This design comes from an exercise in tuning for small area, a short achievable clock period and few clock cycles on the open sky130 flow, not from production work.
No run shown here included a check of the RTL's function; only the layout flow was run.
No activity file was given, so power comes from the tool's default toggle rates.

## flow/design.v

```verilog
`default_nettype none
package framing_pkg;
  localparam logic [7:0] start_byte  = 8'h7D;
  localparam logic [7:0] stop_byte   = 8'h7E;
  localparam logic [7:0] escape_byte = 8'h7F;
endpackage
`default_nettype wire
`timescale 1ns/1ps
`default_nettype none
import framing_pkg::*;
module lf_nand4 (input logic a, b, c, d, output logic y);
  assign y = !(a && b && c && d);
endmodule
module lf_nand4b (input logic an, b, c, d, output logic y);
  assign y = !(!an && b && c && d);
endmodule
module lf_nand3b (input logic an, b, c, output logic y);
  assign y = !(!an && b && c);
endmodule
module lf_nor2 (input logic a, b, output logic y);
  assign y = !(a || b);
endmodule
module lf_and2 (input logic a, b, output logic y);
  assign y = a && b;
endmodule
module lf_or2 (input logic a, b, output logic y);
  assign y = a || b;
endmodule
module lf_or2b (input logic a, bn, output logic y);
  assign y = a || !bn;
endmodule
module lf_a21oi (input logic a1, a2, b1, output logic y);
  assign y = !((a1 && a2) || b1);
endmodule
module lf_o21ai (input logic a1, a2, b1, output logic y);
  assign y = !((a1 || a2) && b1);
endmodule
module lf_a31oi (input logic a1, a2, a3, b1, output logic y);
  assign y = !((a1 && a2 && a3) || b1);
endmodule
module lf_and4 (input logic a, b, c, d, output logic y);
  assign y = a && b && c && d;
endmodule
module lf_and3b (input logic an, b, c, output logic y);
  assign y = !an && b && c;
endmodule
module lf_nand2 (input logic a, b, output logic y);
  assign y = !(a && b);
endmodule
module lf_decode (
  input  logic body,
  input  logic b,
  output logic fresh,
  output logic at_stop,
  output logic at_start
);
  assign fresh    = body && b;
  assign at_stop  = !body && b;
  assign at_start = !body && !b;
endmodule
module lf_next (
  input  logic body,
  input  logic b,
  input  logic tvalid,
  input  logic tready,
  input  logic tlast,
  input  logic hi_n,
  input  logic pre_n,
  input  logic low_zero,
  output logic body_d,
  output logic b_d
);
  logic rv;
  logic esc;
  assign rv  = tready && tvalid;
  assign esc = !(hi_n || pre_n || low_zero);
  assign body_d = body ? (!rv || !tlast || esc) : (!b && rv);
  assign b_d    = body ? (b ? !(rv && esc) : rv) : (b ? !tready : rv);
endmodule
module link_framer_top (
  input  logic       aclk,
  input  logic       aresetn,
  input  logic       in_tvalid,
  output logic       in_tready,
  input  logic [7:0] in_tdata,
  input  logic       in_tlast,
  output logic       out_tvalid,
  input  logic       out_tready,
  output logic [7:0] out_tdata,
  output logic       out_tlast
);
  logic body;
  logic b;
  logic body_d;
  logic b_d;
  logic fresh;
  logic at_stop;
  logic at_start;
  lf_decode u_decode (.body(body), .b(b), .fresh(fresh), .at_stop(at_stop), .at_start(at_start));
  logic hi_n;      
  logic esc1_n;    
  logic esc0_n;    
  logic pre_n;     
  logic low_zero;  
  logic keep1_n;   
  logic keep0_n;   
  lf_nand4  u_hi    (.a(in_tdata[6]), .b(in_tdata[5]), .c(in_tdata[4]), .d(in_tdata[3]), .y(hi_n));
  lf_nand4b u_esc1  (.an(in_tdata[7]), .b(in_tdata[2]), .c(in_tdata[0]), .d(fresh), .y(esc1_n));
  lf_nand4b u_esc0  (.an(in_tdata[7]), .b(in_tdata[2]), .c(in_tdata[1]), .d(fresh), .y(esc0_n));
  lf_nand3b u_pre   (.an(in_tdata[7]), .b(in_tdata[2]), .c(fresh), .y(pre_n));
  lf_nor2   u_low   (.a(in_tdata[1]), .b(in_tdata[0]), .y(low_zero));
  lf_a21oi  u_keep1 (.a1(body), .a2(in_tdata[1]), .b1(at_stop), .y(keep1_n));
  lf_a21oi  u_keep0 (.a1(body), .a2(in_tdata[0]), .b1(at_start), .y(keep0_n));
  lf_o21ai  u_out1  (.a1(hi_n), .a2(esc1_n), .b1(keep1_n), .y(out_tdata[1]));
  lf_o21ai  u_out0  (.a1(hi_n), .a2(esc0_n), .b1(keep0_n), .y(out_tdata[0]));
  logic hi;        
  logic pre;       
  logic low_any;   
  logic go_n;      
  lf_and4   u_hip   (.a(in_tdata[6]), .b(in_tdata[5]), .c(in_tdata[4]), .d(in_tdata[3]), .y(hi));
  lf_and3b  u_prep  (.an(in_tdata[7]), .b(in_tdata[2]), .c(fresh), .y(pre));
  lf_or2    u_lowa  (.a(in_tdata[1]), .b(in_tdata[0]), .y(low_any));
  lf_nand2  u_go    (.a(out_tready), .b(body), .y(go_n));
  lf_a31oi  u_rdy   (.a1(hi), .a2(pre), .a3(low_any), .b1(go_n), .y(in_tready));
  lf_and2   u_out7  (.a(body), .b(in_tdata[7]), .y(out_tdata[7]));
  for (genvar k = 2; k < 7; k++) begin : g_hi
    lf_or2b u_outk  (.a(in_tdata[k]), .bn(body), .y(out_tdata[k]));
  end
  lf_or2    u_valid (.a(in_tvalid), .b(at_stop), .y(out_tvalid));
  assign out_tlast = at_stop;
  lf_next u_next (
    .body     (body),
    .b        (b),
    .tvalid   (in_tvalid),
    .tready   (out_tready),
    .tlast    (in_tlast),
    .hi_n     (hi_n),
    .pre_n    (pre_n),
    .low_zero (low_zero),
    .body_d   (body_d),
    .b_d      (b_d)
  );
  always_ff @(posedge aclk or negedge aresetn) begin
    if (!aresetn) begin
      body <= 1'b0;
      b    <= 1'b0;
    end else begin
      body <= body_d;
      b    <= b_d;
    end
  end
endmodule
`default_nettype wire
```

## flow/flow/run.sh

```bash
#!/bin/bash
# The standard layout (the standard.sh) with extra ORFS settings:
# BUFFER_PORTS_ARGS="-buffer_cell sky130_fd_sc_hd__buf_1"
# make's full output goes to standard.log; each ORFS step keeps its own log under orfs/logs.
set -euo pipefail
bash standard.sh BUFFER_PORTS_ARGS="-buffer_cell sky130_fd_sc_hd__buf_1" finish > standard.log 2>&1
```

## flow/standard.sh

```bash
#!/bin/bash
# synth_recipe.tcl (not shown) runs the flow's synth.tcl, then flattens the netlist and writes it again
# the make line also repeats each setting of config.mk as NAME=value (left out here)
make -C /OpenROAD-flow-scripts/flow DESIGN_CONFIG=/design/flow/config.mk WORK_HOME=/design/flow/orfs CLKGATE_MAP_FILE= SYNTH_SCRIPT=/design/flow/synth_recipe.tcl "${@:-finish}"
```

## flow/constraint.sdc

```tcl
create_clock -name core_clock -period 4.5 [get_ports {aclk}]
set_input_delay 0.9000 -clock core_clock [delete_from_list [all_inputs] [get_ports {aclk}]]
set_output_delay 0.9000 -clock core_clock [all_outputs]
set_load 0.01 [all_outputs]
```

## flow/config.mk

```make
export PLATFORM = sky130hd
export DESIGN_NAME = link_framer_top
export DESIGN_NICKNAME = link_framer_top
export VERILOG_FILES = /design/flow/design.v
export SDC_FILE = /design/flow/constraint.sdc
export NUM_CORES = 4
export LEC_CHECK = 0
export CAP_MARGIN = 20
export CORE_AREA = 3 3 61 61
export CTS_BUF_LIST = sky130_fd_sc_hd__clkbuf_1
export DIE_AREA = 0 0 64 64
export SLEW_MARGIN = 20
export SYNTH_HIERARCHICAL = 1
export SYNTH_MINIMUM_KEEP_SIZE = 0
```

==> results of run 1 <==
-- cell type report --
cell class,instances,area share
clock buffer,3,0.02769
multi-input combinational,32,0.5015
sequential,2,0.1231
tap,44,0.1354
timing repair buffer,23,0.2123
-- where the power goes --
group | switching, mW | leakage, nW | internal [mW]
combinational | 0.0664 | 0.0916 | 0.0478
clock | 0.0109 | 0.00354 | 0.0109
sequential | 0.0270 | 0.0237 | 0.0267
-- final timing paths --
kind / start / cells past startpoint / to
max reg2reg: body$_DFF_PN0_ / 5 / b$_DFF_PN0_
max in group asynchronous: aresetn / 1 / b$_DFF_PN0_
min: aresetn / 1 / body$_DFF_PN0_
max: in_tdata[0] / 4 / in_tready
min reg2reg: b$_DFF_PN0_ / 1 / b$_DFF_PN0_
min in group core_clock: b$_DFF_PN0_ / 1 / b$_DFF_PN0_
-- synthesized netlist by cell type --
cell type / number
and4_1: 1
nand4b_1: 2
nor2b_1: 1
nand3_1: 1
nand3b_1: 1
nand2_1: 2
o21ai_1: 2
nor3_1: 1
o31ai_1: 1
dfrtp_1: 2
a31oi_1: 2
a21oi_2: 2
and3b_1: 1
nand4_1: 1
nor2_1: 2
or2_1: 2
and2_1: 2
nand2b_1: 5
a21bo_1: 1
o21ai_0: 1
a21oi_1: 1
-- modules after synthesis (local to each module, per instance), a selection --
| module | copies in the design | cells |
|---|---|---|
| lf_and4 | 1 | 1 |
| lf_o21ai | 2 | 1 |
| lf_or2 | 2 | 1 |
| lf_a21oi | 2 | 1 |
| lf_nand3b | 1 | 1 |
| lf_nand2 | 1 | 1 |
| lf_next | 1 | 8 |
-- registers in the layout, indices dropped and copies added, names as in the netlist --
| register | cells |
|---|---|
| body | 1 |
| b | 1 |
-- worst register-to-register path, stage by stage, from the launching register on --
cell	delay (ps)
dfrtp_1	640
and2_1	270
nand3b_1	90
nor3_1	290
a21bo_1	160
a31oi_1	70
-- metrics by stage --
stage / cells / hold slack, ps
final: 104 / 458.6
after global routing: 104 / 402.7
after CTS: 104 / 421.7
after detailed placement: 101 / 563.1
after global placement: 101 / 572.7
after floorplan: 34 / 498.4
-- cell usage in the layout, fill, tap and decap left out --
cell type,Yosys,routed
a21bo_1,1,1
a21oi_1,1,1
a21oi_2,2,2
a31oi_1,2,2
and2_1,2,2
and3b_1,1,1
and4_1,1,1
buf_1,0,23
clkbuf_1,0,3
dfrtp_1,2,2
nand2_1,2,2
nand2b_1,5,5
nand3_1,1,1
nand3b_1,1,1
nand4_1,1,1
nand4b_1,2,2
nor2_1,2,2
nor2b_1,1,1
nor3_1,1,1
o21ai_0,1,1
o21ai_1,2,2
o31ai_1,1,1
or2_1,2,2
-- logic make-up (layout without fill, tap and decap cells) --
kind of cell | Yosys count | in the layout | synth area share
buf+inv | 0 | 26 | 0
simple gates | 22 | 22 | 0.5370
flops | 2 | 2 | 0.1971
compound gates | 10 | 10 | 0.2660
-- per-layer routing --
| metal | up-vias | GRT usage | part of all wire |
|---|---|---|---|
| met5 | - | 0 | 0 |
| met4 | 0 | 0.02426 | 0 |
| met3 | 0 | 0.008787 | 0.092 |
| met2 | 21 | 0.05935 | 0.38 |
| met1 | 165 | 0.07173 | 0.53 |
| li1 | 181 | - | - |
==> summary.md, run 1 <==
| Metric | Value |
|---|---|
| Outcome | complete, no violations |
| Vias | 367 |
| Most Frequent Cell on Critical Path | buf_1 |
| Power Dens Cells | 466.5 nW/um^2 |
| Ports | 24 |
| Port Buf Inserts | 23 |
| Die Span X | 64 um |
| Clock Latency Late Sink | 210 ps |
| Worst Hold Class | in2async |
| Post-Syn Area per Cell | 7.470 um^2 |
| Total design power | 189.7 uW |
| CTS tree | yes |
| Crit path time final | 2492 ps |
| Area Overhead vs Synth | 60.10% |
| Finished Core Util | 0.1300 |
| Post-synthesis cell count | 34 |
| LEAKAGE | 0.1188 nW |
| DP HPWL | 742.7 um |
| Flop2flop setup slack | 2850 ps |
| Max VDD drop | 0.0001076 V |
| Placed Instance Area | 395.4 um^2 |
| Initial detailed-routing violation count | 11 |
| Buf/Inv on CP | 2 |
| Setup TNS | 0 ps |
| Total GRT Usage | 0.04680 |
| Clock-pin slew on the worst setup and hold paths | 60 ps |
| CTS root buffer | clkbuf_1 |
| Residual DRC | 0 |
| Crit path arrival time | 1590 ps |
| Max-cap violations | 0 |
| Tightest Pin Transition | 488.7 ps |
| Max clock buf depth | 2 |
| Flops & latches, synth | 2 |
| Fin crit share | 0.5537 |
| Post-route cell area | 406.6 um^2 |
| CP endpoint kind | output pin |
| CP Launch Type | input port |
| Die Area | 4096 um^2 |
| Critical path's largest stage delay | 240 ps |
| DRT antenna net count | 0 |
| Total gr overflow | 0 |
| Final GP Congestion | 0.6508 |
| CP top delay family | buffers and inverters |
| Crit Path Max Fanout | 4 |
| Filler Cell Count | 370 |
| NumNets Final | 75 |
| Total core area | 3128 um^2 |
| Post_cts resized | 0 |
| Antenna diodes | 0 |
| Post-CTS Repair Setup Buffers | 0 |
| Die Ht | 64 um |
| # rows | 20 |
| Largest cells by area after synthesis | dfrtp_1 20%, nand2b_1 12%, a21oi_2 6.9%, nand4b_1 6.9%, a31oi_1 4.9% |
| Mean number of vias per cell | 3.529 |
| Hold_buf cts | 0 |
| H-tree Lvls | 1 |
| Fin. max-slew vios | 0 |
| Library cells used by synthesis | 21 |
| Sequential share of the synthesized area | 0.1970 |
| Yosys warning count | 7 |
| RSZ-0062 raised after global routing | false |
| Yosys top cell area share | 0.1970 |
| Setup WS post-layout | 2008 ps |
| First-pass GRT wire length | 1.538 mm |
| Routed wire length | 876 um |
| Initial antenna violation count | 0 |
| Initial core utilization | 0.08120 |
| Final setup fails | 0 |
| Cell taking the most area after synthesis | dfrtp_1 |
| Syn Nets | 47 |
| Slew HR | 0.6742 |
| Setup Skew | 5.825 ps |
| Cell breakdown of the critical path | buf_1, or2_1, a31oi_1, buf_1 |
| Layout cell share with drive strength beyond 1 | 0.03333 |
| Maximum clock frequency | 401.4 MHz |
| Largest net degree at the start of global routing | 16 |
| Critical Path RT | 3600 ps |
| Cell area after synthesis | 254.0 um^2 |
| Area taken by multi-input logic gates | 203.9 um^2 |
| Slowest-stage cell, CP | or2_1 |
| CTS Buf Count | 3 |
| Register area | 50.05 um^2 |
| Final count of hold timing violations | 0 |
| Worst slack at placement | 1998 ps |
| Sink Count | 2 |
| Vias in the first global route | 317 |
| Routed length per instance | 8.423 um |
| Critical path type | in2out |
| DRT Pass-1 Iters | 4 |
==> run 2, diff against run 1 <==
--- a/flow/config.mk
+++ b/flow/config.mk
@@ -11,2 +11,3 @@
 export DIE_AREA = 0 0 64 64
+export SETUP_SLACK_MARGIN = 2.0
 export SLEW_MARGIN = 20
==> summary.md, run 2 <==
| Metric | Value |
|---|---|
| Outcome | complete, no violations (unchanged) |
| Fin crit share | 0.5369 (was 0.5537) |
| Final setup fails | 0 (unchanged) |
| Count leader, synth | nand2b_1 (unchanged) |
| Max clock buf depth | 2 (unchanged) |
| Largest net degree at the start of global routing | 16 (unchanged) |
| Power Dens Cells | 487.1 nW/um^2 (was 466.5 nW/um^2) |
| Commonest non-fill, non-tap cell in the layout | buf_1 (unchanged) |
| First-pass GRT wire length | 1.538 mm (unchanged) |
| Slew HR | 0.7745 (was 0.6742) |
| Critical Path RT | 3600 ps (about the same) |
| Hold WS | 458.3 ps (was 458.6 ps) |
| Setup Skew | 11.09 ps (was 5.825 ps) |
| Yosys top cell area share | 0.1970 (unchanged) |
| CTS tree | yes (unchanged) |
| Total core area | 3128 um^2 (unchanged) |
| Vias in the first global route | 317 (unchanged) |
| Setup TNS | 0 ps (unchanged) |
| Ports | 24 (unchanged) |
| CTS Buf Count | 3 (unchanged) |
| Crit Path Max Fanout | 3 (was 4) |
| Initial core utilization | 0.08120 (unchanged) |
| LEAKAGE | 0.1454 nW (was 0.1188 nW) |
| Largest registers | b x1, body x1 (unchanged) |
| Crit path time final | 2416 ps (was 2492 ps) |
| Final GP Congestion | 0.6508 (unchanged) |
| CP Launch Type | input port (unchanged) |
| Area Overhead vs Synth | 71.43% (was 60.10%) |
| Vias | 351 (was 367) |
| Total design power | 212.1 uW (was 189.7 uW) |
| NumNets Final | 78 (was 75) |
| Worst Hold Class | in2async (unchanged) |
| DRT Pass-1 Iters | 4 (unchanged) |
| Maximum clock frequency | 413.9 MHz (was 401.4 MHz) |
| Post-synthesis cell count | 34 (unchanged) |
| Final count of hold timing violations | 0 (unchanged) |
| Clock-pin slew on the worst setup and hold paths | 60 ps (about the same) |
| Asr flop ratio synth | 1.000 (unchanged) |
| Die Span X | 64 um (unchanged) |
| Cell area after synthesis | 254.0 um^2 (unchanged) |
| Filler Cell Count | 366 (was 370) |
| CP endpoint kind | output pin (unchanged) |
| Fin. max-slew vios | 0 (unchanged) |
| Most frequent cells in the layout | 19 x buf_1, 5 x nand2b_1, 3 x clkbuf_1, 3 x clkbuf_2, 3 x buf_4 (was 23 x buf_1, 5 x nand2b_1, 3 x clkbuf_1) |
| Routed length per instance | 8.523 um (was 8.423 um) |
| Port Buf Inserts | 23 (unchanged) |
| Residual DRC | 0 (unchanged) |
| Total GRT Usage | 0.04680 (unchanged) |
| Worst slack at placement | 1998 ps (unchanged) |
| Antenna diodes | 0 (unchanged) |
| Total gr overflow | 0 (unchanged) |
| CTS root buffer | clkbuf_1 (unchanged) |
| Yosys warning count | 7 (unchanged) |
| Clock Latency Late Sink | 210 ps (about the same) |
| Largest cells by area after synthesis | dfrtp_1 20%, nand2b_1 12%, a21oi_2 6.9%, nand4b_1 6.9%, a31oi_1 4.9% (unchanged) |
| Max VDD drop | 0.0001471 V (was 0.0001076 V) |
| Post-synth EDFFs | 0 (unchanged) |
| Cell taking the most area after synthesis | dfrtp_1 (unchanged) |
| Mean number of vias per cell | 3.280 (was 3.529) |
| Syn Nets | 47 (unchanged) |
| Initial detailed-routing violation count | 31 (was 11) |
| Library cells used by synthesis | 21 (unchanged) |
| FF-to-FF path depth | 5 (unchanged) |
| Flops & latches, synth | 2 (unchanged) |
| Initial antenna violation count | 0 (unchanged) |
| H-tree Lvls | 1 (unchanged) |
| Crit path arrival time | 1520 ps (was 1590 ps) |
| DRT antenna net count | 0 (unchanged) |
| Die Ht | 64 um (unchanged) |
| # rows | 20 (unchanged) |
| Sequential share of the synthesized area | 0.1970 (unchanged) |
| Critical path type | in2out (unchanged) |
| Routed wire length | 912 um (was 876 um) |
| Synth Flop Type | dfrtp_1 (unchanged) |
| Setup WS post-layout | 2084 ps (was 2008 ps) |
| Sink Count | 2 (unchanged) |
| DP HPWL | 742.7 um (unchanged) |
| Max-cap violations | 0 (unchanged) |
| Die Area | 4096 um^2 (unchanged) |
| RSZ-0062 raised after global routing | false (unchanged) |
| Tightest Pin Transition | 337.5 ps (was 488.7 ps) |
| Layout cell share with drive strength beyond 1 | 0.1587 (was 0.03333) |
| Post-Syn Area per Cell | 7.470 um^2 (unchanged) |
## run 2: changes by cell type in the layout (fill, tap and decap cells not counted)
cell / previous run / this run
buf_1: 23 / 19
clkbuf_2: 0 / 3
buf_4: 0 / 3
dfrtp_1: 2 / 1
buf_2: 0 / 1
dfrtp_2: 0 / 1
## run 2: cell type report
cell class	count	area, um^2	area share
multi-input combinational	32	203.9	0.4684
sequential	2	51.30	0.1178
tap	44	55.05	0.1264
clock buffer	3	11.26	0.02586
timing repair buffer	26	113.9	0.2615
## run 2: final timing paths
check / slack [ps] / start / end
max reg2reg: 3090 / body$_DFF_PN0_ / b$_DFF_PN0_
max: 2080 / in_tdata[5] / out_tdata[1]
min reg2reg: 580 / b$_DFF_PN0_ / body$_DFF_PN0_
min: 460 / aresetn / body$_DFF_PN0_
min in group core_clock: 580 / b$_DFF_PN0_ / body$_DFF_PN0_
max in group asynchronous: 3910 / aresetn / b$_DFF_PN0_
## run 2: per-module statistics from Yosys, one instance, submodules excluded, a selection
module     cells  times used  flip-flops and latches  area, um^2
lf_next        8           1                       0       47.55
lf_and3b       1           1                       0       8.758
lf_and4        1           1                       0       8.758
lf_a21oi       1           2                       0       8.758
lf_nand3b      1           1                       0       7.507
lf_a31oi       1           1                       0       6.256
lf_or2         1           2                       0       6.256
lf_or2b        1           5                       0       6.256
lf_o21ai       1           2                       0       5.005
## run 2: through the flow
step                        util  std cells  area (um^2)
final                     0.1392        107        435.4
after global routing      0.1392        107        435.4
after global placement    0.1264        101        395.4
after detailed placement  0.1264        101        395.4
after floorplan                -         34        254.0
after CTS                 0.1304        104        407.9
## run 2: cell families after synthesis
family / synth area share
compound gates: 0.2660
flops: 0.1971
simple gates: 0.5370
## run 2: timing repair
action / CTS / global route
endpoints found under the setup margin: 1 / 3
hold buffers: 0 / 0
resized for setup: 1 / 4
buffers inserted: 0 / 3
pin swaps: 0 / 2
## run 2: critical path, cell delays in order
cell and delay, ps:
buf_1 100, nand4_1 180, o21ai_1 160, buf_1 170
## run 2: report_power, final
part	total, mW	internal (mW)	switching [mW]	leakage [nW]
combinational	0.145	0.0655	0.0791	0.119
sequential	0.0460	0.0279	0.0182	0.0225
clock	0.0214	0.0109	0.0105	0.00354
total	0.212	0.104	0.108	0.145
## run 2: metal layers
layer,GRT usage,wire (um),vias up
li1,-,-,186
met1,0.07173,511,150
met3,0.008787,67,0
met5,0,0,-
met4,0.02426,0,0
met2,0.05935,333,15
==> run 3, diff against run 2 <==
--- a/flow/config.mk
+++ b/flow/config.mk
@@ -7,2 +7,3 @@
 export LEC_CHECK = 0
+export ABC_AREA = 1
 export CAP_MARGIN = 20
==> summary.md, run 3 <==
| Metric | Value |
|---|---|
| Outcome | complete, no violations (unchanged) |
| Commonest non-fill, non-tap cell in the layout | nand2_1 (was buf_1) |
| Max clock buf depth | 2 (unchanged) |
| Worst slack at placement | 1994 ps (was 1998 ps) |
| Max-cap violations | 0 (unchanged) |
| Most frequent cells in the layout | 30 x nand2_1, 29 x inv_1, 18 x buf_1 (was 19 x buf_1, 5 x nand2b_1, 3 x clkbuf_1, 3 x clkbuf_2, 3 x buf_4) |
| CTS tree | yes (unchanged) |
| Hold_buf cts | 0 (unchanged) |
| Sequential share of the synthesized area | 0.1329 (was 0.1970) |
| Combinational share of power | 0.638 (was 0.682) |
| Crit path time final | 2399 ps (was 2416 ps) |
| Fin. max-slew vios | 0 (unchanged) |
| R2R Path Start | body$_DFF_PN0_ (unchanged) |
| Initial detailed-routing violation count | 8 (was 31) |
| DRT Pass-1 Iters | 2 (was 4) |
| Largest family of logic cells by synthesized area | simple AND/OR/NAND/NOR gates (unchanged) |
| Post-Synth Adder-Cell Area | 0 (unchanged) |
| Largest cells by area after synthesis | nand2_1 31%, inv_1 29%, dfrtp_1 13%, nor2_2 6.6%, nand3_1 5.3% (was dfrtp_1 20%, nand2b_1 12%, a21oi_2 6.9%, nand4b_1 6.9%, a31oi_1 4.9%) |
| Critical path type | in2out (unchanged) |
| LEAKAGE | 0.3444 nW (was 0.1454 nW) |
| CTS Buf Count | 3 (unchanged) |
| Post-synthesis cell count | 80 (was 34) |
| H-tree Lvls | 1 (unchanged) |
| Initial antenna violation count | 0 (unchanged) |
| Crit path arrival time | 1500 ps (was 1520 ps) |
| Total gr overflow | 0 (unchanged) |
| Synth Area in Simple Gates | 0.5050 (was 0.5369) |
| First-pass GRT wire length | 1.780 mm (was 1.538 mm) |
| Cell area after synthesis | 376.6 um^2 (was 254.0 um^2) |
| Sw Pwr | 122.6 uW (was 107.8 uW) |
| Layout cell share with drive strength beyond 1 | 0.1509 (was 0.1587) |
| Pint | 92.46 uW (was 104.3 uW) |
| # rows | 20 (unchanged) |
| Hold WS | 459.1 ps (was 458.3 ps) |
| CP Launch Type | input port (unchanged) |
| Critical Path RT | 3600 ps (about the same) |
| FF-to-FF path depth | 7 (was 5) |
| Port Buf Inserts | 23 (unchanged) |
| Routed length per instance | 6.733 um (was 8.523 um) |
| Worst Hold Class | in2async (unchanged) |
| Antenna diodes | 0 (unchanged) |
| R2r endpoint | b$_DFF_PN0_ (unchanged) |
| Setup WS post-layout | 2101 ps (was 2084 ps) |
| Clock Latency Late Sink | 210 ps (about the same) |
| Routed wire length | 1.010 mm (was 912 um) |
| RSZ-0062 raised after global routing | false (unchanged) |
| Crit Path Max Fanout | 5 (was 3) |
| Maximum clock frequency | 416.8 MHz (was 413.9 MHz) |
| Largest registers | b x1, body x1 (unchanged) |
| Sw Ratio | 0.5701 (was 0.5081) |
| Vias in the first global route | 457 (was 317) |
| Tightest Pin Transition | 285.5 ps (was 337.5 ps) |
| Area Overhead vs Synth | 45.18% (was 71.43%) |
| Post-synth EDFFs | 0 (unchanged) |
| Filler Cell Count | 386 (was 366) |
| DP Cell Count | 147 (was 101) |
| Yosys top cell area share | 0.3090 (was 0.1970) |
| Yosys warning count | 7 (unchanged) |
| Cell taking the most area after synthesis | nand2_1 (was dfrtp_1) |
| Mux contribution to synthesized area | 0 (unchanged) |
| Synth Flop Type | dfrtp_1 (unchanged) |
| NumNets Final | 121 (was 78) |
| Clock-pin slew on the worst setup and hold paths | 50 ps (was 60 ps) |
| Library cells used by synthesis | 9 (was 21) |
| CP endpoint kind | output pin (unchanged) |
| Setup TNS | 0 ps (unchanged) |
| Flop2flop setup slack | 3230 ps (was 3090 ps) |
| CTS root buffer | clkbuf_1 (unchanged) |
| Mean number of vias per cell | 3.113 (was 3.280) |
| DP HPWL | 893.8 um (was 742.7 um) |
| Max VDD drop | 0.00006870 V (was 0.0001471 V) |
| Post-Syn Area per Cell | 4.708 um^2 (was 7.470 um^2) |
| Total GRT Usage | 0.05413 (was 0.04680) |
| Finished Core Util | 0.1748 (was 0.1392) |
| Die Ht | 64 um (unchanged) |
| Largest net degree at the start of global routing | 16 (unchanged) |
| Count leader, synth | nand2_1 (was nand2b_1) |
| Slew HR | 0.8097 (was 0.7745) |
| Clk pwr share | 0.101 (about the same) |
| Final count of hold timing violations | 0 (unchanged) |
| Final instance count without filler cells | 150 (was 107) |
| Fin crit share | 0.5331 (was 0.5369) |
| Asr flop ratio synth | 1.000 (unchanged) |
| Setup Skew | 1.826 ps (was 11.09 ps) |
| XOR/XNOR Fraction of Synth Area | 0 (unchanged) |
| Final GP Congestion | 0.7862 (was 0.6508) |
| Ports | 24 (unchanged) |
| Sink Count | 2 (unchanged) |
| Residual DRC | 0 (unchanged) |
| Power Dens Cells | 393.3 nW/um^2 (was 487.1 nW/um^2) |
| Flop pwr share | 0.262 (was 0.217) |
| Post-synth top cells | 31 x nand2_1, 29 x inv_1, 5 x nor2_1, 4 x nand3_1, 4 x nor2_2 |
| Syn Nets | 93 (was 47) |
| Die Span X | 64 um (unchanged) |
| Flops & latches, synth | 2 (unchanged) |
| Initial core utilization | 0.1204 (was 0.08120) |
| Post-synthesis compound-gate area fraction | 0.07309 (was 0.2660) |
| Die Area | 4096 um^2 (unchanged) |
| Final setup fails | 0 (unchanged) |
| DRT antenna net count | 0 (unchanged) |
| Total core area | 3128 um^2 (unchanged) |
| Vias | 467 (was 351) |
run 3: cell count changes after synthesis, moves of 2 or more:
cell / delta
or2_1: -2
and2_1: -2
nor2_2: +4
nand2b_1: -5
a31oi_1: -2
nand4b_1: -2
inv_1: +29
nand2_1: +29
nand3_1: +3
nor2_1: +3
run 3: kinds of logic after synthesis:
| family | Yosys count |
|---|---|
| AND/OR/NAND/NOR | 45 |
| buffers and inverters | 29 |
| AO/OA/AOI/OAI | 4 |
| flip-flops | 2 |
run 3: timing repair:
action / in CTS / in global routing
gates resized for setup: 3 / 6
setup endpoints to repair: 3 / 3
buffers inserted: 0 / 0
run 3: layer usage:
metal  GRT usage  wire length, um  vias up
met2     0.08000              436       14
met1     0.06653              490      181
met3     0.02460               83        0
met5           0                0        -
met4     0.02426                0        0
li1            -                -      272
run 3: power by group through the flow:
stage	clock network [mW]	logic, mW	registers [mW]
2_1_floorplan	0	0.0922	0.0483
3_3_place_gp	0	0.132	0.0564
3_5_place_dp	0	0.133	0.0564
4_1_cts	0.0241	0.135	0.0573
5_1_grt	0.0260	0.160	0.0601
6_report	0.0217	0.137	0.0563
run 3: critical path, cell delays in order:
cell     delay [ps]
buf_1           140
nor2_2          120
nand2_1          60
o21ai_2         130
buf_2           140
run 3: metrics by stage:
| stage | instance area, um^2 | power, mW |
|---|---|---|
| after CTS | 533.0 | 0.2163 |
| after floorplan | 376.6 | 0.1405 |
| after detailed placement | 518.0 | 0.1895 |
| after global placement | 518.0 | 0.1885 |
| after global routing | 546.8 | 0.2460 |
| final | 546.8 | 0.2151 |
run 3: how the worst max path moves through the flow:
stage / start / endpoint / slack, ps / depth (start not counted)
finish: in_tdata[7] / out_tdata[0] / 2100 / 5
global route: in_tdata[2] / out_tdata[0] / 2000 / 6
CTS: in_tdata[1] / out_tdata[0] / 2040 / 6
detailed placement: in_tdata[2] / out_tdata[0] / 1990 / 6
global placement: in_tdata[2] / out_tdata[0] / 1990 / 6
floorplan: in_tdata[4] / out_tdata[0] / 2360 / 4
run 3: Yosys stat by module, one instance, submodules excluded, excerpt:
module | cells inside | flip-flops and latches | cell area, um^2
lf_or2b | 2 | 0 | 7.507
lf_and2 | 2 | 0 | 7.507
lf_and4 | 3 | 0 | 11.26
lf_o21ai | 1 | 0 | 5.005
lf_a31oi | 4 | 0 | 16.27
link_framer_top | 2 | 2 | 50.05
lf_next | 23 | 0 | 90.09
lf_nand2 | 1 | 0 | 3.754
run 3: layout make-up:
cell class                      count  area [um^2]  area share
Clock buffer                        3        11.26     0.02059
Inverter                           29        108.9      0.1991
Multi-Input combinational cell     49        227.7      0.4165
Sequential cell                     2        51.30     0.09382
Tap cell                           44        55.05      0.1007
Timing Repair Buffer               23        92.59      0.1693
==> run 4, diff against run 3 <==
==> flow/flow/run.sh (replaced) <==
#!/bin/bash
# The standard layout (the standard.sh) with extra ORFS settings:
# BUFFER_PORTS_ARGS="-buffer_cell sky130_fd_sc_hd__buf_1" RECOVER_POWER=100
# make's full output goes to standard.log; each ORFS step keeps its own log under orfs/logs.
set -euo pipefail
bash standard.sh BUFFER_PORTS_ARGS="-buffer_cell sky130_fd_sc_hd__buf_1" RECOVER_POWER=100 finish > standard.log 2>&1
--- a/flow/config.mk
+++ b/flow/config.mk
@@ -7,3 +7,2 @@
 export LEC_CHECK = 0
-export ABC_AREA = 1
 export CAP_MARGIN = 20
@@ -12,3 +11,3 @@
 export DIE_AREA = 0 0 64 64
-export SETUP_SLACK_MARGIN = 2.0
+export SETUP_SLACK_MARGIN = 2.2
 export SLEW_MARGIN = 20
==> summary.md, run 4 <==
| Metric | Value |
|---|---|
| Total GRT Usage | 0.04645 (was 0.05413) |
| Post-synthesis cell count | 34 (was 80) |
| Clock Latency Late Sink | 220 ps (was 210 ps) |
| Crit path arrival time | 1550 ps (was 1500 ps) |
| CTS root buffer | clkbuf_1 (unchanged) |
| CTS tree | yes (unchanged) |
| Port Buf Inserts | 23 (unchanged) |
| FF-to-FF path depth | 5 (was 7) |
| Most frequent cells in the layout | 11 x buf_1, 9 x clkbuf_1, 5 x nand2b_1 (was 30 x nand2_1, 29 x inv_1, 18 x buf_1) |
| Die Span X | 64 um (unchanged) |
| DRT antenna net count | 0 (unchanged) |
| Maximum clock frequency | 408.5 MHz (was 416.8 MHz) |
| Final count of hold timing violations | 0 (unchanged) |
| Count leader, synth | nand2b_1 (was nand2_1) |
| Tightest Pin Transition | 301.7 ps (was 285.5 ps) |
| Combinational share of power | 0.680 (was 0.638) |
| RSZ-0062 raised after global routing | true (was false) |
| Die Area | 4096 um^2 (unchanged) |
| Buf/Inv on CP | 2 (unchanged) |
| R2r endpoint | b$_DFF_PN0_ (unchanged) |
| Flops & latches, synth | 2 (unchanged) |
| Largest registers | b x1, body x1 (unchanged) |
| Fin crit share | 0.5440 (was 0.5331) |
| Die Ht | 64 um (unchanged) |
| Cell taking the most area after synthesis | dfrtp_1 (was nand2_1) |
| Commonest non-fill, non-tap cell in the layout | buf_1 (was nand2_1) |
| Grt met2 use | 0.06065 (was 0.08000) |
| NumNets Final | 78 (was 121) |
| Syn Nets | 47 (was 93) |
| Total core area | 3128 um^2 (unchanged) |
| Outcome | complete, no violations (unchanged) |
| Ports | 24 (unchanged) |
| Grt met3 use | 0.008787 (was 0.02460) |
| Routed length per instance | 8.897 um (was 6.733 um) |
| Pint | 105.2 uW (was 92.46 uW) |
| Asr flop ratio synth | 1.000 (unchanged) |
| Clock-pin slew on the worst setup and hold paths | 70 ps (was 50 ps) |
| DRT Pass-1 Iters | 4 (was 2) |
| Cell area after synthesis | 254.0 um^2 (was 376.6 um^2) |
| Max VDD drop | 0.0001458 V (was 0.00006870 V) |
| Final setup fails | 0 (unchanged) |
| Final instance count without filler cells | 107 (was 150) |
| H-tree Lvls | 1 (unchanged) |
| Layout cell share with drive strength beyond 1 | 0.1905 (was 0.1509) |
| Max-cap violations | 0 (unchanged) |
| Post-synth EDFFs | 0 (unchanged) |
| Synth Flop Type | dfrtp_1 (unchanged) |
| Mean number of vias per cell | 3.383 (was 3.113) |
| Max clock buf depth | 2 (unchanged) |
| Largest cells by area after synthesis | dfrtp_1 20%, nand2b_1 12%, a21oi_2 6.9%, nand4b_1 6.9%, a31oi_1 4.9% (was nand2_1 31%, inv_1 29%, dfrtp_1 13%, nor2_2 6.6%, nand3_1 5.3%) |
| Hold_buf cts | 0 (unchanged) |
| Setup TNS | 0 ps (unchanged) |
| Flop pwr share | 0.214 (was 0.262) |
| First-pass GRT wire length | 1.524 mm (was 1.780 mm) |
| R2R Path Start | body$_DFF_PN0_ (unchanged) |
| Setup Skew | 13.71 ps (was 1.826 ps) |
| Clk pwr share | 0.106 (was 0.101) |
| Critical path type | in2out (unchanged) |
| Total gr overflow | 0 (unchanged) |
| Flop2flop setup slack | 3100 ps (was 3230 ps) |
| Yosys top cell area share | 0.1970 (was 0.3090) |
| Yosys warning count | 7 (unchanged) |
| Sw Pwr | 107.7 uW (was 122.6 uW) |
| # rows | 20 (unchanged) |
| Residual DRC | 0 (unchanged) |
| Vias | 362 (was 467) |
| Vias in the first global route | 320 (was 457) |
| Crit path time final | 2448 ps (was 2399 ps) |
| Met1 Usage GRT | 0.06969 (was 0.06653) |
| Largest net degree at the start of global routing | 16 (unchanged) |
| Final GP Congestion | 0.6508 (was 0.7862) |
| Layer with the highest usage | met1 (was met2) |
| Area Overhead vs Synth | 74.88% (was 45.18%) |
| Slowest-stage cell, CP | o21ai_0 (was buf_1) |
| Power Dens Cells | 479.2 nW/um^2 (was 393.3 nW/um^2) |
| Initial antenna violation count | 0 (unchanged) |
| Library cells used by synthesis | 21 (was 9) |
| Crit Path Max Fanout | 3 (was 5) |
| CP Launch Type | input port (unchanged) |
| Worst Hold Class | in2async (unchanged) |
| Critical path's largest stage delay | 200 ps (was 140 ps) |
| DP Cell Count | 101 (was 147) |
| Sink Count | 2 (unchanged) |
| CP top delay family | buffers and inverters (unchanged) |
| Sw Ratio | 0.5060 (was 0.5701) |
| DP HPWL | 742.7 um (was 893.8 um) |
| Sequential share of the synthesized area | 0.1970 (was 0.1329) |
| Routed wire length | 952 um (was 1.010 mm) |
| CP endpoint kind | output pin (unchanged) |
| Post-Syn Area per Cell | 7.470 um^2 (was 4.708 um^2) |
| Cell breakdown of the critical path | clkbuf_1, nand4_1, o21ai_0, buf_2 (was buf_1, nor2_2, nand2_1, o21ai_2, buf_2) |
| Critical Path RT | 3600 ps (about the same) |
| LEAKAGE | 0.1516 nW (was 0.3444 nW) |
| Fin. max-slew vios | 0 (unchanged) |
| CTS Buf Count | 3 (unchanged) |
| Initial detailed-routing violation count | 11 (was 8) |
| Antenna diodes | 0 (unchanged) |
| Initial core utilization | 0.08120 (was 0.1204) |
| Slew HR | 0.7984 (was 0.8097) |
[run 4: layout make-up]
| cell class | instances | area [um^2] |
|---|---|---|
| clock buffer | 3 | 11.26 |
| multi-input combinational | 32 | 203.9 |
| tap | 44 | 55.05 |
| fill | 367 | 2684 |
| timing repair buffer | 26 | 122.6 |
| sequential | 2 | 51.30 |
[run 4: cells by family (layout without fill, tap and decap cells)]
kind of cell	after synthesis	after routing	share of synthesized area
simple gates	22	22	0.5370
buf+inv	0	29	0
compound gates	10	10	0.2660
flops	2	2	0.1971
[run 4: worst register-to-register path, stage by stage, from the launching register on]
cell,delay [ps]
dfrtp_2,440
and2_1,210
nand3b_1,90
nor3_1,290
a21bo_1,160
a31oi_1,70
[run 4: stage by stage]
step                      power, mW  hold slack, ps  worst slack (ps)  cell area [um^2]  utilization
after floorplan              0.1192           498.4              2236             254.0            -
after global placement       0.1673           572.7              2001             395.4       0.1264
after detailed placement     0.1678           563.1              1998             395.4       0.1264
after CTS                    0.1976           421.7              2096             421.7       0.1348
after global routing         0.2381           403.2              1976             444.2       0.1420
final                        0.2129           447.6              2052             444.2       0.1420
[run 4: worst max path at each step]
stage	cells after the start	slack, ps	end	from
2_1_floorplan	2	2240	in_tready	in_tdata[0]
3_3_place_gp	4	2000	in_tready	in_tdata[0]
3_5_place_dp	4	2000	in_tready	in_tdata[0]
4_1_cts	4	2100	out_tdata[0]	in_tdata[4]
5_1_grt	4	1980	in_tready	in_tdata[2]
6_report	4	2050	out_tdata[0]	in_tdata[5]
[run 4: what timing repair did]
| action | in CTS | in global routing |
|---|---|---|
| pin swaps | 3 | 3 |
| buffers inserted | 0 | 3 |
| endpoints found under the setup margin | 4 | 4 |
| resized for setup | 9 | 11 |
| gates cloned | 0 | 0 |
| hold endpoints to repair | 0 | 0 |
[run 4: per-layer routing]
layer | vias up | routed length (um)
met5 | - | 0
met1 | 157 | 475
li1 | 186 | -
met2 | 19 | 388
met3 | 0 | 88
met4 | 0 | 0
[run 4: modules after synthesis (local to each module, per instance), a selection]
module    copies in the design  flops+latches  area (um^2)  cells
lf_a31oi                     1              0        6.256      1
lf_nand4                     1              0        6.256      1
lf_nor2                      1              0        3.754      1
lf_o21ai                     2              0        5.005      1
lf_or2                       2              0        6.256      1
lf_or2b                      5              0        6.256      1
[run 4: power by group through the flow]
stage | Clock, mW | Sequential, mW | Combinational (mW)
2_1_floorplan | 0 | 0.0450 | 0.0741
3_3_place_gp | 0 | 0.0536 | 0.114
3_5_place_dp | 0 | 0.0522 | 0.116
4_1_cts | 0.0244 | 0.0538 | 0.119
5_1_grt | 0.0270 | 0.0484 | 0.163
6_report | 0.0226 | 0.0456 | 0.145
==> run 5, diff against run 4 <==
--- a/flow/config.mk
+++ b/flow/config.mk
@@ -11,3 +11,3 @@
 export DIE_AREA = 0 0 64 64
-export SETUP_SLACK_MARGIN = 2.2
+export SETUP_SLACK_MARGIN = 2.4
 export SLEW_MARGIN = 20
==> summary.md, run 5 <==
| Metric | Value |
|---|---|
| Outcome | complete, no violations (unchanged) |
| Total gr overflow | 0 (unchanged) |
| Post-synthesis cell count | 34 (unchanged) |
| Sequential share of the synthesized area | 0.1970 (unchanged) |
| Initial antenna violation count | 0 (unchanged) |
| RSZ-0062 raised after global routing | true (unchanged) |
| Final setup fails | 0 (unchanged) |
| Vias in the first global route | 326 (was 320) |
| Critical Path RT | 3600 ps (about the same) |
| Synth Flop Type | dfrtp_1 (unchanged) |
| Crit Path Max Fanout | 10 (was 3) |
| Maximum clock frequency | 374.0 MHz (was 408.5 MHz) |
| Slew HR | 0.5033 (was 0.7984) |
| Clock Latency Late Sink | 220 ps (about the same) |
| Yosys warning count | 7 (unchanged) |
| Routed length per instance | 9.620 um (was 8.897 um) |
| Die Area | 4096 um^2 (unchanged) |
| H-tree Lvls | 1 (unchanged) |
| Cell taking the most area after synthesis | dfrtp_1 (unchanged) |
| Layout cell share with drive strength beyond 1 | 0.3906 (was 0.1905) |
| CTS Buf Count | 3 (unchanged) |
| Initial detailed-routing violation count | 26 (was 11) |
| LEAKAGE | 0.2152 nW (was 0.1516 nW) |
| Setup TNS | 0 ps (unchanged) |
| Count leader, synth | nand2b_1 (unchanged) |
| Filler Cell Count | 377 (was 367) |
| CTS root buffer | clkbuf_1 (unchanged) |
| Largest cells by area after synthesis | dfrtp_1 20%, nand2b_1 12%, a21oi_2 6.9%, nand4b_1 6.9%, a31oi_1 4.9% (unchanged) |
| Die Ht | 64 um (unchanged) |
| Antenna diodes | 0 (unchanged) |
| Post-synth EDFFs | 0 (unchanged) |
| Tightest Pin Transition | 745.0 ps (was 301.7 ps) |
| Residual DRC | 0 (unchanged) |
| Final count of hold timing violations | 0 (unchanged) |
| Sink Count | 2 (unchanged) |
| CP Launch Type | flop (was input port) |
| Ports | 24 (unchanged) |
| Routed wire length | 1.039 mm (was 952 um) |
| Power Dens Cells | 421.0 nW/um^2 (was 479.2 nW/um^2) |
| Hold WS | 441.9 ps (was 447.6 ps) |
| DRT antenna net count | 0 (unchanged) |
| Largest registers | b x1, body x1 (unchanged) |
| Crit path time final | 2674 ps (was 2448 ps) |
| Max VDD drop | 0.0001479 V (was 0.0001458 V) |
| Area Overhead vs Synth | 117.7% (was 74.88%) |
| Max-cap violations | 0 (unchanged) |
| Final GP Congestion | 0.6795 (was 0.6508) |
| Flop2flop setup slack | 3070 ps (was 3100 ps) |
| Most frequent cells in the layout | 13 x clkbuf_1, 5 x buf_6, 4 x nand2b_4 (was 11 x buf_1, 9 x clkbuf_1, 5 x nand2b_1) |
| Fin crit share | 0.5942 (was 0.5440) |
| Fin. max-slew vios | 0 (unchanged) |
| Total design power | 232.8 uW (was 212.9 uW) |
| CP endpoint kind | output pin (unchanged) |
| NumNets Final | 79 (was 78) |
| Total core area | 3128 um^2 (unchanged) |
| Post-Syn Area per Cell | 7.470 um^2 (unchanged) |
| # rows | 20 (unchanged) |
| Critical path type | reg2out (was in2out) |
| Largest net degree at the start of global routing | 16 (unchanged) |
| Vias | 377 (was 362) |
| R2R Path Start | b$_DFF_PN0_ (was body$_DFF_PN0_) |
| Crit path arrival time | 1770 ps (was 1550 ps) |
| Syn Nets | 47 (unchanged) |
| Port Buf Inserts | 23 (unchanged) |
| CTS tree | yes (unchanged) |
| Setup Skew | 22.56 ps (was 13.71 ps) |
| Final instance count without filler cells | 108 (was 107) |
| DRT Pass-1 Iters | 2 (was 4) |
| Yosys top cell area share | 0.1970 (unchanged) |
| Library cells used by synthesis | 21 (unchanged) |
| Clock-pin slew on the worst setup and hold paths | 70 ps (about the same) |
| Worst Hold Class | in2async (unchanged) |
| FF-to-FF path depth | 5 (unchanged) |
| Asr flop ratio synth | 1.000 (unchanged) |
| Total GRT Usage | 0.04865 (was 0.04645) |
| Commonest non-fill, non-tap cell in the layout | clkbuf_1 (was buf_1) |
| Hold_buf cts | 0 (unchanged) |
| Crit path to | out_tvalid (was out_tdata[0]) |
| DP HPWL | 733.3 um (was 742.7 um) |
| R2r endpoint | b$_DFF_PN0_ (unchanged) |
| First-pass GRT wire length | 1.587 mm (was 1.524 mm) |
| DP Cell Count | 101 (unchanged) |
| Flops & latches, synth | 2 (unchanged) |
| Die Span X | 64 um (unchanged) |
| Max clock buf depth | 2 (unchanged) |
| Cell area after synthesis | 254.0 um^2 (unchanged) |
| Crit path from | body$_DFF_PN0_ (was in_tdata[5]) |
| Initial core utilization | 0.08120 (unchanged) |
| Mean number of vias per cell | 3.491 (was 3.383) |
## run 5: cell count changes in the layout (fill, tap and decap cells not counted), sizes merged
cell and delta:
clkbuf +5, buf -4
## run 5: metal layers
layer  vias to the layer above  part of all wire  track usage
met2                        20              0.44      0.06194
met3                         0             0.076      0.01933
met4                         0                 0      0.01617
li1                        191                 -            -
met5                         -                 0            0
met1                       166              0.48      0.07181
## run 5: worst max-delay path: stages (launching register included)
cell	delay [ps]
dfrtp_2	390
clkbuf_1	580
nor2b_1	200
or2_1	260
buf_2	140
## run 5: worst min-delay path by stage
stage                           endpoint         from  slack, ps
after CTS                    b$_DFF_PN0_      aresetn        430
after floorplan              b$_DFF_PN0_  b$_DFF_PN0_        500
after detailed placement  body$_DFF_PN0_  b$_DFF_PN0_        580
final                        b$_DFF_PN0_      aresetn        440
after global placement       b$_DFF_PN0_  b$_DFF_PN0_        560
after global routing         b$_DFF_PN0_      aresetn        440
## run 5: layout make-up
cell class                      instances  area [um^2]  area share
Sequential cell                         2        51.30     0.09276
Tap cell                               44        55.05     0.09955
Multi-Input combinational cell         32        246.5      0.4457
Clock buffer                            3        11.26     0.02036
Timing Repair Buffer                   27        188.9      0.3416
## run 5: what timing repair did
| action | in CTS | in global routing |
|---|---|---|
| setup buffers | 1 | 3 |
| resized for setup | 32 | 21 |
| endpoints found under the setup margin | 11 | 11 |
| pin swaps | 4 | 3 |
## run 5: per-module statistics from Yosys (local to each module, per instance), a selection
module	cells	area (um^2)	flip-flops and latches	times used
lf_a31oi	1	6.256	0	1
lf_a21oi	1	8.758	0	2
lf_nand4b	1	8.758	0	2
lf_o21ai	1	5.005	0	2
lf_nand4	1	6.256	0	1
lf_nand2	1	3.754	0	1
lf_nor2	1	3.754	0	1
lf_or2b	1	6.256	0	5
link_framer_top	2	50.05	2	1
lf_next	8	47.55	0	1
lf_nand3b	1	7.507	0	1
## run 5: cells by family after synthesis
family          after synthesis  synth area share
compound gates               10            0.2660
flops                         2            0.1971
simple gates                 22            0.5370
## run 5: report_power, final
part	leakage [nW]	internal (mW)	switching [mW]
registers	0.0225	0.0279	0.0150
clock network	0.00354	0.0109	0.0115
logic	0.189	0.0762	0.0914
total	0.215	0.115	0.118
## run 5: metrics by stage
step,setup slack (ps),utilization,instance area (um^2)
CTS,2070,0.1636,511.7
finish,1826,0.1768,553.0
floorplan,2304,-,267.8
global route,1664,0.1768,553.0
global placement,2020,0.1308,409.1
detailed placement,2011,0.1308,409.1
==> run 6, diff against run 5 <==
--- a/flow/config.mk
+++ b/flow/config.mk
@@ -11,3 +11,3 @@
 export DIE_AREA = 0 0 64 64
-export SETUP_SLACK_MARGIN = 2.4
+export SETUP_SLACK_MARGIN = 2.0
 export SLEW_MARGIN = 20
==> summary.md, run 6 <==
| Metric | Value |
|---|---|
| Outcome | complete, no violations (unchanged) |
| Clock Latency Late Sink | 210 ps (was 220 ps) |
| Combinational share of power | 0.679 (was 0.720) |
| Sequential share of the synthesized area | 0.1970 (unchanged) |
| Layout cell share with drive strength beyond 1 | 0.1429 (was 0.3906) |
| Most frequent cells in the layout | 19 x buf_1, 5 x nand2b_1, 4 x clkbuf_1 (was 13 x clkbuf_1, 5 x buf_6, 4 x nand2b_4) |
| Cell area after synthesis | 254.0 um^2 (unchanged) |
| Max VDD drop | 0.0001447 V (was 0.0001479 V) |
| Final count of hold timing violations | 0 (unchanged) |
| Count leader, synth | nand2b_1 (unchanged) |
| Max clock buf depth | 2 (unchanged) |
| Yosys top cell area share | 0.1970 (unchanged) |
| Commonest non-fill, non-tap cell in the layout | buf_1 (was clkbuf_1) |
| Final setup fails | 0 (unchanged) |
| Routed length per instance | 8.533 um (was 9.620 um) |
| Area Overhead vs Synth | 70.94% (was 117.7%) |
| Initial core utilization | 0.08120 (unchanged) |
| Clock-pin slew on the worst setup and hold paths | 60 ps (was 70 ps) |
| Worst slack at placement | 1998 ps (was 2011 ps) |
| Residual DRC | 0 (unchanged) |
| Post-route cell area | 434.2 um^2 (was 553.0 um^2) |
| FF-to-FF path depth | 5 (unchanged) |
| Setup WS post-layout | 2051 ps (was 1826 ps) |
| Post-synthesis cell count | 34 (unchanged) |
| Antenna diodes | 0 (unchanged) |
| Sw Ratio | 0.5115 (was 0.5064) |
| Placed Instance Area | 395.4 um^2 (was 409.1 um^2) |
| Fin. max-slew vios | 0 (unchanged) |
| Critical Path RT | 3600 ps (about the same) |
| DRT antenna net count | 0 (unchanged) |
| NumNets Final | 78 (was 79) |
| Cell taking the most area after synthesis | dfrtp_1 (unchanged) |
| Total GRT Usage | 0.04680 (was 0.04865) |
| CTS Buf Count | 3 (unchanged) |
| Asr flop ratio synth | 1.000 (unchanged) |
| Total core area | 3128 um^2 (unchanged) |
| Sink Count | 2 (unchanged) |
| Vias | 351 (was 377) |
| Initial detailed-routing violation count | 31 (was 26) |
| Crit path time final | 2449 ps (was 2674 ps) |
| Setup Skew | 11.09 ps (was 22.56 ps) |
| Initial antenna violation count | 0 (unchanged) |
| Library cells used by synthesis | 21 (unchanged) |
| Flop pwr share | 0.219 (was 0.184) |
| Crit Path Max Fanout | 4 (was 10) |
| # rows | 20 (unchanged) |
| Pint | 102.7 uW (was 114.9 uW) |
| Die Span X | 64 um (unchanged) |
| DP HPWL | 742.7 um (was 733.3 um) |
| Largest net degree at the start of global routing | 16 (unchanged) |
| Crit path arrival time | 1550 ps (was 1770 ps) |
| Sw Pwr | 107.5 uW (was 117.9 uW) |
| Mean number of vias per cell | 3.280 (was 3.491) |
| Max-cap violations | 0 (unchanged) |
| RSZ-0062 raised after global routing | false (was true) |
| Port Buf Inserts | 23 (unchanged) |
| Slew HR | 0.7754 (was 0.5033) |
| Setup TNS | 0 ps (unchanged) |
| Post-Syn Area per Cell | 7.470 um^2 (unchanged) |
| LEAKAGE | 0.1413 nW (was 0.2152 nW) |
| CTS root buffer | clkbuf_1 (unchanged) |
| Ports | 24 (unchanged) |
| Worst Hold Class | in2async (unchanged) |
| Total gr overflow | 0 (unchanged) |
| Hold_buf cts | 0 (unchanged) |
| Power Dens Cells | 484.2 nW/um^2 (was 421.0 nW/um^2) |
| Synth Flop Type | dfrtp_1 (unchanged) |
| Largest registers | b x1, body x1 (unchanged) |
| Routed wire length | 913 um (was 1.039 mm) |
| Finished Core Util | 0.1388 (was 0.1768) |
| Die Ht | 64 um (unchanged) |
| Vias in the first global route | 317 (was 326) |
| Critical path type | in2out (was reg2out) |
| Total design power | 210.2 uW (was 232.8 uW) |
| Fin crit share | 0.5441 (was 0.5942) |
| Tightest Pin Transition | 336.2 ps (was 745.0 ps) |
| H-tree Lvls | 1 (unchanged) |
| Die Area | 4096 um^2 (unchanged) |
| CP Launch Type | input port (was flop) |
| Syn Nets | 47 (unchanged) |
| Final GP Congestion | 0.6508 (was 0.6795) |
| CP endpoint kind | output pin (unchanged) |
| DRT Pass-1 Iters | 4 (was 2) |
| Filler Cell Count | 367 (was 377) |
| Maximum clock frequency | 408.4 MHz (was 374.0 MHz) |
| Flops & latches, synth | 2 (unchanged) |
| First-pass GRT wire length | 1.538 mm (was 1.587 mm) |
| Yosys warning count | 7 (unchanged) |
| Clk pwr share | 0.102 (was 0.096) |
| CTS tree | yes (unchanged) |
| Post-synth EDFFs | 0 (unchanged) |
| Largest cells by area after synthesis | dfrtp_1 20%, nand2b_1 12%, a21oi_2 6.9%, nand4b_1 6.9%, a31oi_1 4.9% (unchanged) |
-- run 6: cell counts after synthesis --
Identical to the previous run, type by type.
-- run 6: what timing repair did --
item	4_1_cts	5_1_grt
hold endpoints to repair	0	0
gates resized for setup	1	4
buffers inserted	0	3
pin swaps	0	2
setup endpoints to repair	1	3
-- run 6: per-layer routing --
| metal | routed length [um] | global-route usage | up-vias |
|---|---|---|---|
| met5 | 0 | 0 | - |
| met4 | 0 | 0.02426 | 0 |
| met3 | 67 | 0.008787 | 0 |
| met2 | 334 | 0.05935 | 15 |
| met1 | 511 | 0.07173 | 150 |
| li1 | - | - | 186 |
-- run 6: cells by family after synthesis --
| family | Yosys count | synth area share |
|---|---|---|
| AOI/OAI and AO/OA | 10 | 0.2660 |
| and+or+nand+nor | 22 | 0.5370 |
| DFF | 2 | 0.1971 |
-- run 6: modules after synthesis, one instance, submodules excluded --
module | cell area, um^2 | flops+latches | copies in the design
lf_next | 47.55 | 0 | 1
lf_and4 | 8.758 | 0 | 1
lf_nand3b | 7.507 | 0 | 1
lf_or2 | 6.256 | 0 | 2
lf_nand4 | 6.256 | 0 | 1
lf_nand2 | 3.754 | 0 | 1
link_framer_top | 50.05 | 2 | 1
lf_a31oi | 6.256 | 0 | 1
lf_o21ai | 5.005 | 0 | 2
lf_or2b | 6.256 | 0 | 5
lf_and3b | 8.758 | 0 | 1
lf_decode | 16.27 | 0 | 1
lf_a21oi | 8.758 | 0 | 2
lf_nand4b | 8.758 | 0 | 2
lf_nor2 | 3.754 | 0 | 1
lf_and2 | 6.256 | 0 | 1
-- run 6: power groups by stage --
stage	sequential (mW)	combinational, mW	clock, mW
6_report	0.0461	0.143	0.0214
5_1_grt	0.0479	0.159	0.0270
4_1_cts	0.0528	0.116	0.0244
3_5_place_dp	0.0522	0.116	0
3_3_place_gp	0.0536	0.114	0
2_1_floorplan	0.0450	0.0741	0
-- run 6: final timing paths --
| kind | from | end | slack (ps) |
|---|---|---|---|
| worst max-delay path | in_tdata[0] | in_tready | 2050 |
| max in group asynchronous | aresetn | b$_DFF_PN0_ | 3910 |
| min in group core_clock | b$_DFF_PN0_ | body$_DFF_PN0_ | 580 |
| worst min register to register | b$_DFF_PN0_ | body$_DFF_PN0_ | 580 |
| worst max register to register | body$_DFF_PN0_ | b$_DFF_PN0_ | 3090 |
| worst min-delay path | aresetn | body$_DFF_PN0_ | 460 |
-- run 6: cell type report --
type | count | area [um^2] | area share
Multi-Input combinational cell | 32 | 203.9 | 0.4697
Timing Repair Buffer | 26 | 112.6 | 0.2594
Tap cell | 44 | 55.05 | 0.1268
Sequential cell | 2 | 51.30 | 0.1182
Clock buffer | 3 | 11.26 | 0.02594
-- run 6: through the flow --
step / std cells / hold slack [ps]
final: 107 / 458.3
after global routing: 107 / 403.2
after CTS: 104 / 421.7
after detailed placement: 101 / 563.1
after global placement: 101 / 572.7
after floorplan: 34 / 498.4
-- run 6: worst max-delay path: stages --
cell and delay, ps:
clkbuf_2 120, or2_1 230, a31oi_1 120, clkbuf_1 180
==> run 7, diff against run 6 <==
--- a/flow/design.v
+++ b/flow/design.v
@@ -66,5 +66,3 @@
   input  logic tlast,
-  input  logic hi_n,
-  input  logic pre_n,
-  input  logic low_zero,
+  input  logic ready,
   output logic body_d,
@@ -72,8 +70,5 @@
 );
-  logic rv;
-  logic esc;
-  assign rv  = tready && tvalid;
-  assign esc = !(hi_n || pre_n || low_zero);
-  assign body_d = body ? (!rv || !tlast || esc) : (!b && rv);
-  assign b_d    = body ? (b ? !(rv && esc) : rv) : (b ? !tready : rv);
+  assign body_d = body ? !(tvalid && tlast && ready) : (!b && tvalid && tready);
+  assign b_d    = body ? (b ? (!tvalid || !tready || ready) : (tvalid && tready))
+                       : (b ? !tready : (tvalid && tready));
 endmodule
@@ -102,4 +97,2 @@
   logic esc0_n;    
-  logic pre_n;     
-  logic low_zero;  
   logic keep1_n;   
@@ -109,4 +102,2 @@
   lf_nand4b u_esc0  (.an(in_tdata[7]), .b(in_tdata[2]), .c(in_tdata[1]), .d(fresh), .y(esc0_n));
-  lf_nand3b u_pre   (.an(in_tdata[7]), .b(in_tdata[2]), .c(fresh), .y(pre_n));
-  lf_nor2   u_low   (.a(in_tdata[1]), .b(in_tdata[0]), .y(low_zero));
   lf_a21oi  u_keep1 (.a1(body), .a2(in_tdata[1]), .b1(at_stop), .y(keep1_n));
@@ -136,5 +127,3 @@
     .tlast    (in_tlast),
-    .hi_n     (hi_n),
-    .pre_n    (pre_n),
-    .low_zero (low_zero),
+    .ready    (in_tready),
     .body_d   (body_d),
==> flow/flow/run.sh (replaced) <==
#!/bin/bash
# The standard layout (the standard.sh) with extra ORFS settings:
# BUFFER_PORTS_ARGS="-buffer_cell sky130_fd_sc_hd__buf_1"
# make's full output goes to standard.log; each ORFS step keeps its own log under orfs/logs.
set -euo pipefail
bash standard.sh BUFFER_PORTS_ARGS="-buffer_cell sky130_fd_sc_hd__buf_1" finish > standard.log 2>&1
--- a/flow/config.mk
+++ b/flow/config.mk
@@ -11,3 +11,2 @@
 export DIE_AREA = 0 0 64 64
-export SETUP_SLACK_MARGIN = 2.0
 export SLEW_MARGIN = 20
==> summary.md, run 7 <==
| Metric | Value |
|---|---|
| Outcome | complete, no violations (unchanged) |
| Ports | 24 (unchanged) |
| Total gr overflow | 0 (unchanged) |
| Post-route cell area | 386.6 um^2 (was 434.2 um^2) |
| Placed Instance Area | 375.4 um^2 (was 395.4 um^2) |
| Die Ht | 64 um (unchanged) |
| Port Buf Inserts | 23 (unchanged) |
| Layer with the highest usage | met1 (unchanged) |
| DP HPWL | 658.8 um (was 742.7 um) |
| Clock Latency Late Sink | 210 ps (about the same) |
| Post-synthesis cell count | 31 (was 34) |
| Final GP Congestion | 0.6289 (was 0.6508) |
| Yosys top cell area share | 0.2139 (was 0.1970) |
| Flops & latches, synth | 2 (unchanged) |
| Clock-pin slew on the worst setup and hold paths | 50 ps (was 60 ps) |
| Slew HR | 0.6777 (was 0.7754) |
| Filler Cell Count | 369 (was 367) |
| Post-Syn Area per Cell | 7.548 um^2 (was 7.470 um^2) |
| Largest cells by area after synthesis | dfrtp_1 21%, nand2b_1 13%, a31oi_1 8.0%, a21oi_2 7.5%, nand4b_1 7.5% (was dfrtp_1 20%, nand2b_1 12%, a21oi_2 6.9%, nand4b_1 6.9%, a31oi_1 4.9%) |
| Sink Count | 2 (unchanged) |
| RSZ-0062 raised after global routing | false (unchanged) |
| Fin. max-slew vios | 0 (unchanged) |
| Met1 Usage GRT | 0.06224 (was 0.07173) |
| Cell area after synthesis | 234.0 um^2 (was 254.0 um^2) |
| Largest net degree at the start of global routing | 16 (unchanged) |
| R2r endpoint | b$_DFF_PN0_ (unchanged) |
| Antenna diodes | 0 (unchanged) |
| Mean number of vias per cell | 3.257 (was 3.280) |
| Post-CTS Repair Setup Buffers | 0 (unchanged) |
| Yosys warning count | 7 (unchanged) |
| Library cells used by synthesis | 17 (was 21) |
| Total core area | 3128 um^2 (unchanged) |
| Grt met3 use | 0.007030 (was 0.008787) |
| Max-cap violations | 0 (unchanged) |
| Largest registers | b x1, body x1 (unchanged) |
| Total GRT Usage | 0.03437 (was 0.04680) |
| Final count of hold timing violations | 0 (unchanged) |
| Syn Nets | 44 (was 47) |
| Hold_buf cts | 0 (unchanged) |
| CP endpoint kind | output pin (unchanged) |
| CTS root buffer | clkbuf_1 (unchanged) |
| Setup TNS | 0 ps (unchanged) |
| Initial antenna violation count | 0 (unchanged) |
| Sequential share of the synthesized area | 0.2139 (was 0.1970) |
| Cell taking the most area after synthesis | dfrtp_1 (unchanged) |
| Most frequent cells in the layout | 23 x buf_1, 5 x nand2b_1, 3 x a31oi_1, 3 x o21ai_1, 3 x clkbuf_1 (was 19 x buf_1, 5 x nand2b_1, 4 x clkbuf_1) |
| Critical path type | in2out (unchanged) |
| Crit path from | in_tdata[0] (unchanged) |
| Max VDD drop | 0.0001104 V (was 0.0001447 V) |
| Critical path's largest stage delay | 320 ps (was 230 ps) |
| Die Area | 4096 um^2 (unchanged) |
| Post-synth top cells | 5 x nand2b_1, 3 x a31oi_1, 3 x o21ai_1 |
| Setup WS post-layout | 1842 ps (was 2051 ps) |
| Worst Hold Class | in2async (unchanged) |
| Asr flop ratio synth | 1.000 (unchanged) |
| CTS Buf Count | 3 (unchanged) |
| Most Frequent Cell on Critical Path | buf_1 |
| Vias in the first global route | 253 (was 317) |
| Die Span X | 64 um (unchanged) |
| Routed length per instance | 7.861 um (was 8.533 um) |
| Setup Skew | 3.247 ps (was 11.09 ps) |
| Residual DRC | 0 (unchanged) |
| Maximum clock frequency | 376.2 MHz (was 408.4 MHz) |
| Area Overhead vs Synth | 65.24% (was 70.94%) |
| NumNets Final | 72 (was 78) |
| DRT antenna net count | 0 (unchanged) |
| Post-synth EDFFs | 0 (unchanged) |
| Finished Core Util | 0.1236 (was 0.1388) |
| DP Cell Count | 98 (was 101) |
| Crit path time final | 2658 ps (was 2449 ps) |
| R2R Path Start | body$_DFF_PN0_ (unchanged) |
| CP Launch Type | input port (unchanged) |
| LEAKAGE | 0.1212 nW (was 0.1413 nW) |
| Post_cts resized | 0 (was 1) |
| Commonest non-fill, non-tap cell in the layout | buf_1 (unchanged) |
| Routed wire length | 794 um (was 913 um) |
| Power Dens Cells | 473.7 nW/um^2 (was 484.2 nW/um^2) |
| Initial core utilization | 0.07480 (was 0.08120) |
| Slowest-stage cell, CP | a31oi_1 (was or2_1) |
| Fin crit share | 0.5908 (was 0.5441) |
| Count leader, synth | nand2b_1 (unchanged) |
| Max clock buf depth | 2 (unchanged) |
| H-tree Lvls | 1 (unchanged) |
| Worst slack at placement | 1855 ps (was 1998 ps) |
| Synth Flop Type | dfrtp_1 (unchanged) |
| # rows | 20 (unchanged) |
| Initial detailed-routing violation count | 12 (was 31) |
| Final instance count without filler cells | 101 (was 107) |
| Total design power | 183.1 uW (was 210.2 uW) |
| Grt met2 use | 0.03613 (was 0.05935) |
| Vias | 329 (was 351) |
| First-pass GRT wire length | 1.145 mm (was 1.538 mm) |
| Flop2flop setup slack | 2850 ps (was 3090 ps) |
| Crit Path Max Fanout | 3 (was 4) |
| Tightest Pin Transition | 483.4 ps (was 336.2 ps) |
| Cell breakdown of the critical path | buf_1, or2_1, a31oi_1, buf_1 (was clkbuf_2, or2_1, a31oi_1, clkbuf_1) |
| FF-to-FF path depth | 5 (unchanged) |
| Final setup fails | 0 (unchanged) |
| Layout cell share with drive strength beyond 1 | 0.03509 (was 0.1429) |
| DRT Pass-1 Iters | 4 (unchanged) |
| Hold WS | 456.9 ps (was 458.3 ps) |
| Crit path arrival time | 1760 ps (was 1550 ps) |
| Critical Path RT | 3600 ps (about the same) |
| Crit path to | in_tready (unchanged) |
| CTS tree | yes (unchanged) |
==> run 7: cell families after synthesis <==
family                 count (synthesis)  synth area share
flip-flops                             2            0.2139
buffers and inverters                  2           0.03210
AND/OR/NAND/NOR                       17            0.4759
AO/OA/AOI/OAI                         10            0.2781
==> run 7: modules after synthesis (local to each module, per instance), a selection <==
module,cells inside,area [um^2],flops+latches,copies in the design
lf_nand4b,1,8.758,0,2
lf_and4,1,8.758,0,1
lf_and3b,1,8.758,0,1
lf_o21ai,1,5.005,0,2
lf_nand4,1,6.256,0,1
lf_decode,3,16.27,0,1
==> run 7: area by class of cell <==
class | instances | area, um^2 | share of cell area
clock buffer | 3 | 11.26 | 0.02913
inverter | 2 | 7.507 | 0.01942
multi-input combinational | 27 | 176.4 | 0.4563
sequential | 2 | 50.05 | 0.1294
tap | 44 | 55.05 | 0.1424
timing repair buffer | 23 | 86.33 | 0.2233
==> run 7: how the worst min path moves through the flow <==
stage	startpoint	end	depth (start not counted)
6_report	aresetn	body$_DFF_PN0_	1
5_1_grt	aresetn	body$_DFF_PN0_	1
4_1_cts	aresetn	body$_DFF_PN0_	1
3_3_place_gp	b$_DFF_PN0_	b$_DFF_PN0_	1
2_1_floorplan	b$_DFF_PN0_	b$_DFF_PN0_	1
3_5_place_dp	b$_DFF_PN0_	b$_DFF_PN0_	1
==> run 7: per-layer routing <==
layer	wire, um	part of all wire
met5	0	0
met4	0	0
met3	111	0.14
met2	209	0.26
met1	473	0.60
==> run 7: critical path: cells and delay by family <==
kind | cells | cell delay, ps
compound gates | 1 | 320
buf+inv | 2 | 310
simple gates | 1 | 230
==> run 7: report_power, final <==
group / switching (mW) / internal, mW / total, mW / leakage [nW]
Clock: 0.0109 / 0.0109 / 0.0218 / 0.00354
Combinational: 0.0624 / 0.0452 / 0.108 / 0.0956
Sequential: 0.0268 / 0.0268 / 0.0537 / 0.0221

afterwards: timing with drivers on the ports:
In the flow no input, the clock included, has a driving cell. The finished layouts below were timed again as built, in two steps. Step 1 assumes that a clkbuf_16 drives the clock port and a buf_2 every other input. Step 2 also shifts input and output timing later by t, the mid clock arrival at the registers, as if the neighbouring blocks saw the same clock. Slacks: ideal ports / drivers / drivers and shift; pairs: ideal ports / drivers.
run	t, ns	slack for setup (ns)
run 1	0.218	2.008 / 1.987 / 1.987
run 2	0.215	2.084 / 2.060 / 2.060
run 3	0.224	2.101 / 2.078 / 2.078
run 4	0.223	2.052 / 2.013 / 2.013
run 5	0.227	1.826 / 1.811 / 2.014
run 6	0.215	2.051 / 2.029 / 2.029
run 7	0.228	1.842 / 1.821 / 1.821
After both steps setup and hold are still met in every run listed.
